Background: an optimization exercise with open tools, aiming at small area. Do not read the settings as production practice. The RTL was checked by simulation tests, not by an equivalence proof against the original design. No activity file was given, so power comes from the tool's default toggle rates.

==> flow/config.mk <==
export PLATFORM = sky130hd
export DESIGN_NAME = freecell_top
export DESIGN_NICKNAME = freecell_top
export VERILOG_FILES = /design/flow/design.v
export SDC_FILE = /design/flow/constraint.sdc
export NUM_CORES = 4
export LEC_CHECK = 0
export ABC_AREA = 1
export CAP_MARGIN = 20
export CORE_MARGIN = 2
export CORE_UTILIZATION = 40
export SLEW_MARGIN = 20
==> flow/design.v <==
`timescale 1ns/1ps
module freecell_top (
    input  logic       clock,
    input  logic       arst_n,
    input  logic       cfg_write,
    input  logic [2:0] cfg_cells,
    input  logic       cfg_empty_any,
    input  logic       deal_valid,
    input  logic [2:0] deal_col,
    input  logic [5:0] deal_card,
    input  logic       move_valid,
    input  logic [3:0] move_src,
    input  logic [3:0] move_dst,
    input  logic [3:0] view_loc,
    output logic       move_done,
    output logic       move_ok,
    output logic       win,
    output logic [5:0] view_card,
    output logic [15:0] accepted_count,
    output logic [15:0] rejected_count
);
    localparam int RL = 19;
    function automatic logic [4:0] pos19(input logic [4:0] j, input logic [4:0] p);
        logic [5:0] s;
        s = {1'b0, j} + {1'b0, p};
        pos19 = (s >= 6'd19) ? 5'(s - 6'd19) : s[4:0];
    endfunction
    function automatic logic [4:0] wp_hit(input logic [4:0] p);
        wp_hit = '0;
        case (p)
            5'd18: wp_hit[0] = 1'b1;
            5'd3:  wp_hit[1] = 1'b1;
            5'd7:  wp_hit[2] = 1'b1;
            5'd11: wp_hit[3] = 1'b1;
            5'd15: wp_hit[4] = 1'b1;
            default: ;
        endcase
    endfunction
    function automatic logic red(input logic [1:0] s);
        red = (s == 2'd0) || (s == 2'd3);
    endfunction
    logic [4:0]  ph;
    logic [47:0] Tv;           
    logic [39:0] Dv;           
    logic [5:0]  fcell [4];
    logic [3:0]  home [4];
    logic [1:0]  lim;          
    logic        any;
    logic        m1, m2, ex, d1;
    logic [3:0]  src_q, dst_q;
    logic        cfgok_q;
    logic [5:0]  SC;
    logic        p_need, q_need, w_need, r_need;
    logic [5:0]  H;
    logic [4:0]  H_slot;
    logic [2:0]  H_col;
    logic        H_valid;
    logic [3:0]  msel;
    logic [5:0]  mcard;
    assign msel = m1 ? src_q : ((m2 || d1) ? dst_q : view_loc);
    always_comb begin
        if (!msel[3])
            mcard = Tv[6*msel[2:0] +: 6];
        else if (!msel[2])
            mcard = fcell[msel[1:0]];
        else if (home[msel[1:0]] != 4'd0)
            mcard = {msel[1:0], home[msel[1:0]]};
        else
            mcard = 6'd0;
    end
    assign view_card = mcard;
    logic [2:0] dsel;
    logic [4:0] dep_d;
    logic       d_fit, d_ne;
    logic [4:0] posD;
    logic [4:0] dhit;
    logic       dalign;
    assign dsel   = deal_valid ? deal_col : dst_q[2:0];
    assign dep_d  = Dv[5*dsel +: 5];
    assign d_fit  = dep_d != 5'd20;
    assign d_ne   = dep_d != 5'd0;
    assign posD   = pos19(5'(dep_d - 5'd1), ph);
    assign dhit   = wp_hit(posD);
    assign dalign = |dhit;
    logic [2:0] rs;
    logic [4:0] dep_s;
    logic [4:0] posR;
    logic       ralign, rtap;
    assign rs     = src_q[2:0];
    assign dep_s  = Dv[5*rs +: 5];
    assign posR   = pos19(5'(dep_s - 5'd2), ph);
    assign ralign = (posR == 5'd0) || (posR == 5'd10);
    assign rtap   = posR == 5'd10;
    logic [4:0] posH;
    logic [4:0] hhit;
    logic       halign;
    assign posH   = pos19(H_slot, ph);
    assign hhit   = wp_hit(posH);
    assign halign = |hhit;
    logic legal;
    always_comb begin
        legal = 1'b0;
        if (!win && src_q[3:2] != 2'b11 && SC[3:0] != 4'd0 && src_q != dst_q) begin
            if (dst_q[3:2] == 2'b10)
                legal = (mcard[3:0] == 4'd0) && cfgok_q;
            else if (dst_q[3:2] == 2'b11)
                legal = (SC[5:4] == dst_q[1:0]) && (SC[3:0] == 4'(mcard[3:0] + 4'd1));
            else if (mcard[3:0] != 4'd0)
                legal = (red(SC[5:4]) != red(mcard[5:4]))
                     && (4'(SC[3:0] + 4'd1) == mcard[3:0]) && d_fit;
            else
                legal = cfgok_q || (SC[3:0] == 4'd13);
        end
    end
    logic q_fire, p_fire;
    logic dir_act;
    logic [5:0] tapbus, qval, TB;
    logic [47:0] tap0v, tap10v;
    assign q_fire  = ex && q_need && (!r_need || ralign);
    assign p_fire  = ex && p_need && !q_fire && (!w_need || dalign);
    assign dir_act = (deal_valid && d_fit && d_ne)
                  || (d1 && d_fit && d_ne)
                  || (ex && p_need && w_need && !q_fire);
    assign tapbus = rtap ? tap10v[6*rs +: 6] : tap0v[6*rs +: 6];
    assign qval   = r_need ? tapbus : 6'd0;
    assign TB     = q_fire ? qval : SC;
    for (genvar c = 0; c < 8; c++) begin : g_col
        logic [6*RL-1:0] r;
        logic [5:0] t;
        logic [4:0] dep;
        logic       t_en, inc, dec;
        logic       hs;
        logic [5:0] wd;
        logic [4:0] wen;
        assign inc  = (p_fire && !dst_q[3] && dst_q[2:0] == 3'(c))
                   || (d1 && d_fit && dst_q[2:0] == 3'(c));
        assign dec  = q_fire && !src_q[3] && rs == 3'(c);
        assign t_en = inc || dec;
        always_ff @(posedge clock or negedge arst_n) begin
            if (!arst_n) begin
                t   <= 6'd0;
                dep <= 5'd0;
            end else begin
                if (t_en) t <= TB;
                if (inc) dep <= dep + 5'd1;
                else if (dec) dep <= dep - 5'd1;
            end
        end
        assign hs  = H_valid && halign && H_col == 3'(c);
        assign wd  = hs ? H : t;
        assign wen = ({5{dir_act && dsel == 3'(c)}} & dhit)
                   | ({5{H_valid && H_col == 3'(c)}} & hhit);
        always_ff @(posedge clock) begin
            for (int k = 0; k < RL; k++) begin
                if (k % 4 == 0 && wen[k / 4])
                    r[6*k +: 6] <= wd;
                else
                    r[6*k +: 6] <= r[6*((k + RL - 1) % RL) +: 6];
            end
        end
        assign Tv[6*c +: 6]     = t;
        assign Dv[5*c +: 5]     = dep;
        assign tap0v[6*c +: 6]  = r[0 +: 6];
        assign tap10v[6*c +: 6] = r[60 +: 6];
    end
    logic all_kings;
    assign all_kings = (home[0] == 4'd13) && (home[1] == 4'd13)
                    && (home[2] == 4'd13) && (home[3] == 4'd13);
    always_ff @(posedge clock or negedge arst_n) begin
        if (!arst_n) begin
            ph        <= 5'd0;
            m1        <= 1'b0;
            m2        <= 1'b0;
            ex        <= 1'b0;
            d1        <= 1'b0;
            p_need    <= 1'b0;
            q_need    <= 1'b0;
            H_valid   <= 1'b0;
            move_done <= 1'b0;
            move_ok   <= 1'b0;
            win       <= 1'b0;
            lim       <= 2'd3;
            any       <= 1'b1;
            for (int i = 0; i < 4; i++) begin
                fcell[i] <= 6'd0;
                home[i] <= 4'd0;
            end
        end else begin
            ph <= (ph == 5'd18) ? 5'd0 : ph + 5'd1;
            if (cfg_write) begin
                lim <= (cfg_cells == 3'd0) ? 2'd0 : (cfg_cells >= 3'd4) ? 2'd3 : 2'(cfg_cells - 3'd1);
                any <= cfg_empty_any;
            end
            m1 <= move_valid;
            m2 <= m1;
            d1 <= deal_valid;
            move_done <= 1'b0;
            move_ok   <= 1'b0;
            win       <= win || all_kings;
            if (d1 && d_fit && d_ne && !dalign)
                H_valid <= 1'b1;
            else if (halign)
                H_valid <= 1'b0;
            if (m2) begin
                if (legal) begin
                    ex     <= 1'b1;
                    p_need <= 1'b1;
                    q_need <= 1'b1;
                end else
                    move_done <= 1'b1;
            end
            if (ex) begin
                if (q_fire) q_need <= 1'b0;
                if (p_fire) p_need <= 1'b0;
                if ((q_fire || !q_need) && (p_fire || !p_need)) begin
                    ex        <= 1'b0;
                    move_done <= 1'b1;
                    move_ok   <= 1'b1;
                end
            end
            if (q_fire && src_q[3:2] == 2'b10)
                fcell[src_q[1:0]] <= 6'd0;
            if (p_fire && dst_q[3:2] == 2'b10)
                fcell[dst_q[1:0]] <= SC;
            if (p_fire && dst_q[3:2] == 2'b11)
                home[dst_q[1:0]] <= SC[3:0];
        end
    end
    always_ff @(posedge clock) begin
        if (move_valid) begin
            src_q   <= move_src;
            dst_q   <= move_dst;
            cfgok_q <= move_dst[3] ? (move_dst[1:0] <= lim) : any;
        end else if (deal_valid)
            dst_q <= {1'b0, deal_col};
        if (deal_valid)
            SC <= deal_card;
        else if (m1)
            SC <= mcard;
        if (m2) begin
            w_need <= !dst_q[3] && (mcard[3:0] != 4'd0);
            r_need <= !src_q[3] && (dep_s >= 5'd2);
        end
        if (d1) begin
            H      <= mcard;
            H_slot <= 5'(dep_d - 5'd1);
            H_col  <= dst_q[2:0];
        end
    end
    always_ff @(posedge clock or negedge arst_n) begin
        if (!arst_n) begin
            accepted_count <= 16'd0;
            rejected_count <= 16'd0;
        end else if (move_done) begin
            if (move_ok)
                accepted_count <= accepted_count + 16'd1;
            else
                rejected_count <= rejected_count + 16'd1;
        end
    end
endmodule
==> flow/constraint.sdc <==
create_clock -name core_clock -period 10.0 [get_ports {clock}]
set_input_delay 2.0000 -clock core_clock [delete_from_list [all_inputs] [get_ports {clock}]]
set_output_delay 2.0000 -clock core_clock [all_outputs]
set_load 0.01 [all_outputs]
==> flow/run.sh <==
#!/bin/bash
# synth_recipe.tcl (not shown) runs the flow's synth.tcl, then flattens the netlist and writes it again
# the make line also repeats each setting of config.mk as NAME=value (left out here)
make -C /OpenROAD-flow-scripts/flow DESIGN_CONFIG=/design/flow/config.mk WORK_HOME=/design/flow/orfs CLKGATE_MAP_FILE= SYNTH_SCRIPT=/design/flow/synth_recipe.tcl finish
==> flow_summary.toml <==
[global_route]
antenna_found_initial = 1
grt_pass1_vias = 23500
grt.total_usage_pct = 20.3
grt_pass1_wl_um = 141000
grt_max_degree = 72
grt_overflow = 0

[route]
vias = 25200
wl_per_cell_um = 18.3
drt_first_pass_iters = 7
drc = 0
viasPerCell = 4.94
wl_um = 93200
ant_nets = 0
drt-initial-drc-count = 2331

[critical_path]
critPathKind = "primary input to register"
required_ps = 10610
r2r_setup_slack_ps = 3140
cp-start-kind = "primary input"
worstPathArrival_ps = 8680
setup.worst_path.start = "deal_valid"
max_stage_delay_ps = 1020
cp_slowest_cell = "clkdlybuf4s50_1"
critical_path.endpoint = "g_col[6].dep[4]$_DFFE_PN0P_"
cp_common_cell = "nand2_1"
r2r_end = "g_col[6].dep[4]$_DFFE_PN0P_"
end_kind = "register"
cp_max_fo = 21
r2r_cells = 32
r2r_start = "src_q[1]$_DFFE_PP_"

[timing]
finalCritPeriodShare_pct = 80.7
finalCriticalPeriod_ps = 8070
hold_viol_final = 0
rsz0062_at_grt = "false"
fin_hold_ws_ps = 295
timing.fmax_mhz = 124
fin_setup_tns_ps = 0
slew_viol_final = 0
max-slew-margin-rel_pct = 18.4
setup-violations-final = 0
worst_slew_pin_slew_ps = 1220
finalClockSkew_ps = 37.8

[synthesis]
yosysUniqueCellTypes = 60
synth_area_mm2 = 0.0359
syn_inst = 3699
async_reset_ff_share_pct = 15.9
syn_area_per_cell_um2 = 9.70
yosys_most_used_dff = "dfxtp_1"
synth_edf_count = 31
synth_seq_cells = 1121
syn_nets = 3793
ys_warn_count = 3
yosysSeqAreaShare_pct = 65.9

[layout]
seq_area_mm2 = 0.0236
layout-drive-gt1-share_pct = 6.99
nets = 3937
layout_commonest_cell = "nand2_1"
final_cell_area_mm2 = 0.0416
synthToLayoutAreaGrowth_pct = 15.9
multiInputGateArea_mm2 = 0.0112
diodes = 0
final_core_util_pct = 46.9
fillers = 8290
final_cell_mix = "1,254 x nand2_1, 912 x dfxtp_1, 398 x nand3_1, 202 x inv_1, 175 x dfrtp_1"

[power]
ir_drop_mv = 0.190
p_per_area_mw_per_mm2 = 348
power_leakage_nw = 18.7
total_power_mw = 14.5

[clocking]
clock_latency_ps = 690
postCtsSetupRepairBufs = 0
cts.sinks = 1121
ctsResizeCount = 0
clk_pin_slew_ps = 60
htreeDepth = 3
cts-root-buf = "clkbuf_16"
clockBufferDepth = 3
cts_tree = "yes"
hold_buffers = 0
numCtsBuffers = 107

[floorplanning]
die_area_mm2 = 0.0921
die_h_um = 303
core-area_mm2 = 0.0886
die_x_um = 303
rows = 109
pin_count = 71
start_util_pct = 40.5

[status]
status = "timing/DRC/antenna clean"

[hold_path]
min_path_type = "register to register"

[run]
drv_cap = 0

[place]
place_area_mm2 = 0.0380
portBuffers = 70
globalplace.congestion = 0.945
dp_hpwl_um = 65800
[worst max-delay path, delay by kind of cell]
family / cells / cell delay [ps]
xor+xnor: 1 / 170
compound gates: 6 / 1260
fa+ha+maj: 4 / 1300
buf+inv: 4 / 1330
simple gates: 17 / 2610
[state kept, by name, summed over array words and instances, names as in the netlist, 3 cells and up]
name / count
H_slot: 5
fcell: 24
accepted_count: 16
src_q: 4
H: 6
g_col.dep: 40
ph: 5
SC: 6
rejected_count: 16
home: 16
dst_q: 4
g_col.r: 912
H_col: 3
g_col.t: 48
[stage by stage]
| stage | cells | setup slack [ps] |
|---|---|---|
| final | 5098 | 1930 |
| after floorplan | 3699 | 3370 |
| after detailed placement | 4898 | 1290 |
| after CTS | 5097 | 1990 |
| after global placement | 4898 | 1440 |
| after global routing | 5098 | 1380 |
[cells in the mapped netlist, types with 2 or more instances]
cell | instances | area [um^2]
inv_1 | 202 | 758
nand4_1 | 25 | 156
o21ai_2 | 9 | 78.8
mux2_2 | 3 | 33.8
a31oi_1 | 5 | 31.3
nor2_2 | 13 | 81.3
dfstp_2 | 3 | 78.8
a22oi_1 | 5 | 37.5
nand3b_1 | 17 | 128
buf_2 | 19 | 95.1
o22ai_1 | 19 | 119
o211ai_1 | 6 | 45.0
a21o_1 | 4 | 30.0
nand3_2 | 2 | 20.0
o221ai_1 | 8 | 70.1
inv_2 | 11 | 41.3
xor2_1 | 56 | 490
o21ai_0 | 161 | 806
o311ai_0 | 7 | 61.3
ha_1 | 54 | 676
o2111ai_1 | 2 | 17.5
dfrtp_1 | 175 | 4380
xnor2_1 | 23 | 201
nor2_1 | 91 | 342
nand2_1 | 1254 | 4710
nand3_1 | 398 | 1990
nor3b_2 | 2 | 25.0
dfxtp_1 | 912 | 18300
a21oi_1 | 38 | 190
and2_1 | 2 | 12.5
clkbuf_1 | 25 | 93.8
o32ai_1 | 5 | 43.8
clkinv_1 | 4 | 15.0
buf_6 | 5 | 56.3
edfxtp_1 | 31 | 931
buf_4 | 7 | 52.6
nor3_1 | 16 | 80.1
o21ai_1 | 29 | 145
fa_1 | 10 | 200
and3_1 | 2 | 12.5
or2_2 | 9 | 56.3
nand2_2 | 12 | 75.1
[worst min-delay path by stage]
stage | from | end | slack, ps | cells past startpoint
final | g_col[3].r[12]$_DFF_P_ | g_col[3].r[18]$_DFF_P_ | 290 | 0
after global placement | g_col[2].r[12]$_DFF_P_ | g_col[2].r[18]$_DFF_P_ | 310 | 0
after floorplan | g_col[0].r[96]$_DFF_P_ | g_col[0].r[102]$_DFF_P_ | 310 | 0
after global routing | g_col[3].r[12]$_DFF_P_ | g_col[3].r[18]$_DFF_P_ | 290 | 0
after detailed placement | g_col[0].r[24]$_DFF_P_ | g_col[0].r[30]$_DFF_P_ | 310 | 0
after CTS | g_col[3].r[12]$_DFF_P_ | g_col[3].r[18]$_DFF_P_ | 290 | 0
[cells by family after synthesis]
| family | count (synthesis) | share of synthesized area (%) |
|---|---|---|
| adders and majority gates | 64 | 2.44 |
| buffers and inverters | 274 | 3.11 |
| and+or+nand+nor | 1852 | 21.6 |
| DFF | 1121 | 65.9 |
| AOI/OAI and AO/OA | 306 | 4.88 |
| xor gates and xnor gates | 79 | 1.93 |
| muxes | 3 | 0.0942 |
[power by group]
group / switching, mW / internal (mW) / leakage, nW
Sequential: 0.704 / 6.10 / 9.96
Combinational: 2.53 / 1.10 / 6.92
Clock: 1.74 / 2.31 / 1.80
Total: 4.98 / 9.52 / 18.7
[cell type report]
| cell class | count | area share (%) |
|---|---|---|
| multi-input cells | 2304 | 26.9 |
| clock inverters | 43 | 0.984 |
| clock buffers | 156 | 7.74 |
| inverters | 217 | 1.96 |
| flip-flops and latches | 1121 | 56.9 |
| well taps | 1165 | 3.50 |
| repair buffers | 92 | 2.08 |
[metal layers]
layer	up-vias	share of wire [%]	global-route usage (%)
met3	192	6.7	3.43
met2	867	44	31.2
met5	-	0	0
met1	11900	46	28.7
met4	0	3.6	7.49
li1	12300	-	-

## separate check: timing with driven ports
Ports are ideal in the flow. The routed layout listed here was re-timed in OpenROAD.
Step 1 sets driving cells, clkbuf_16 on the clock port and buf_2 on the other inputs (assumed; they add their load-dependent delay and slew).
Step 2, shift: input delay + t, output delay - t, t = (earliest + latest rising clock arrival at the registers) / 2. This alone moves slack from input paths to output paths.
Slacks: no drivers / after step 1 / after step 2; pairs: no drivers / after step 1.
shift t [ns]: 0.736
setup WS [ns]: 1.926 / 1.967 / 1.231
cell pins on the clock port's net: 1
After both steps setup and hold are still met in this run. For this run, drivers alone change the setup slack by +0.041 ns; drivers and shift together by -0.695 ns.
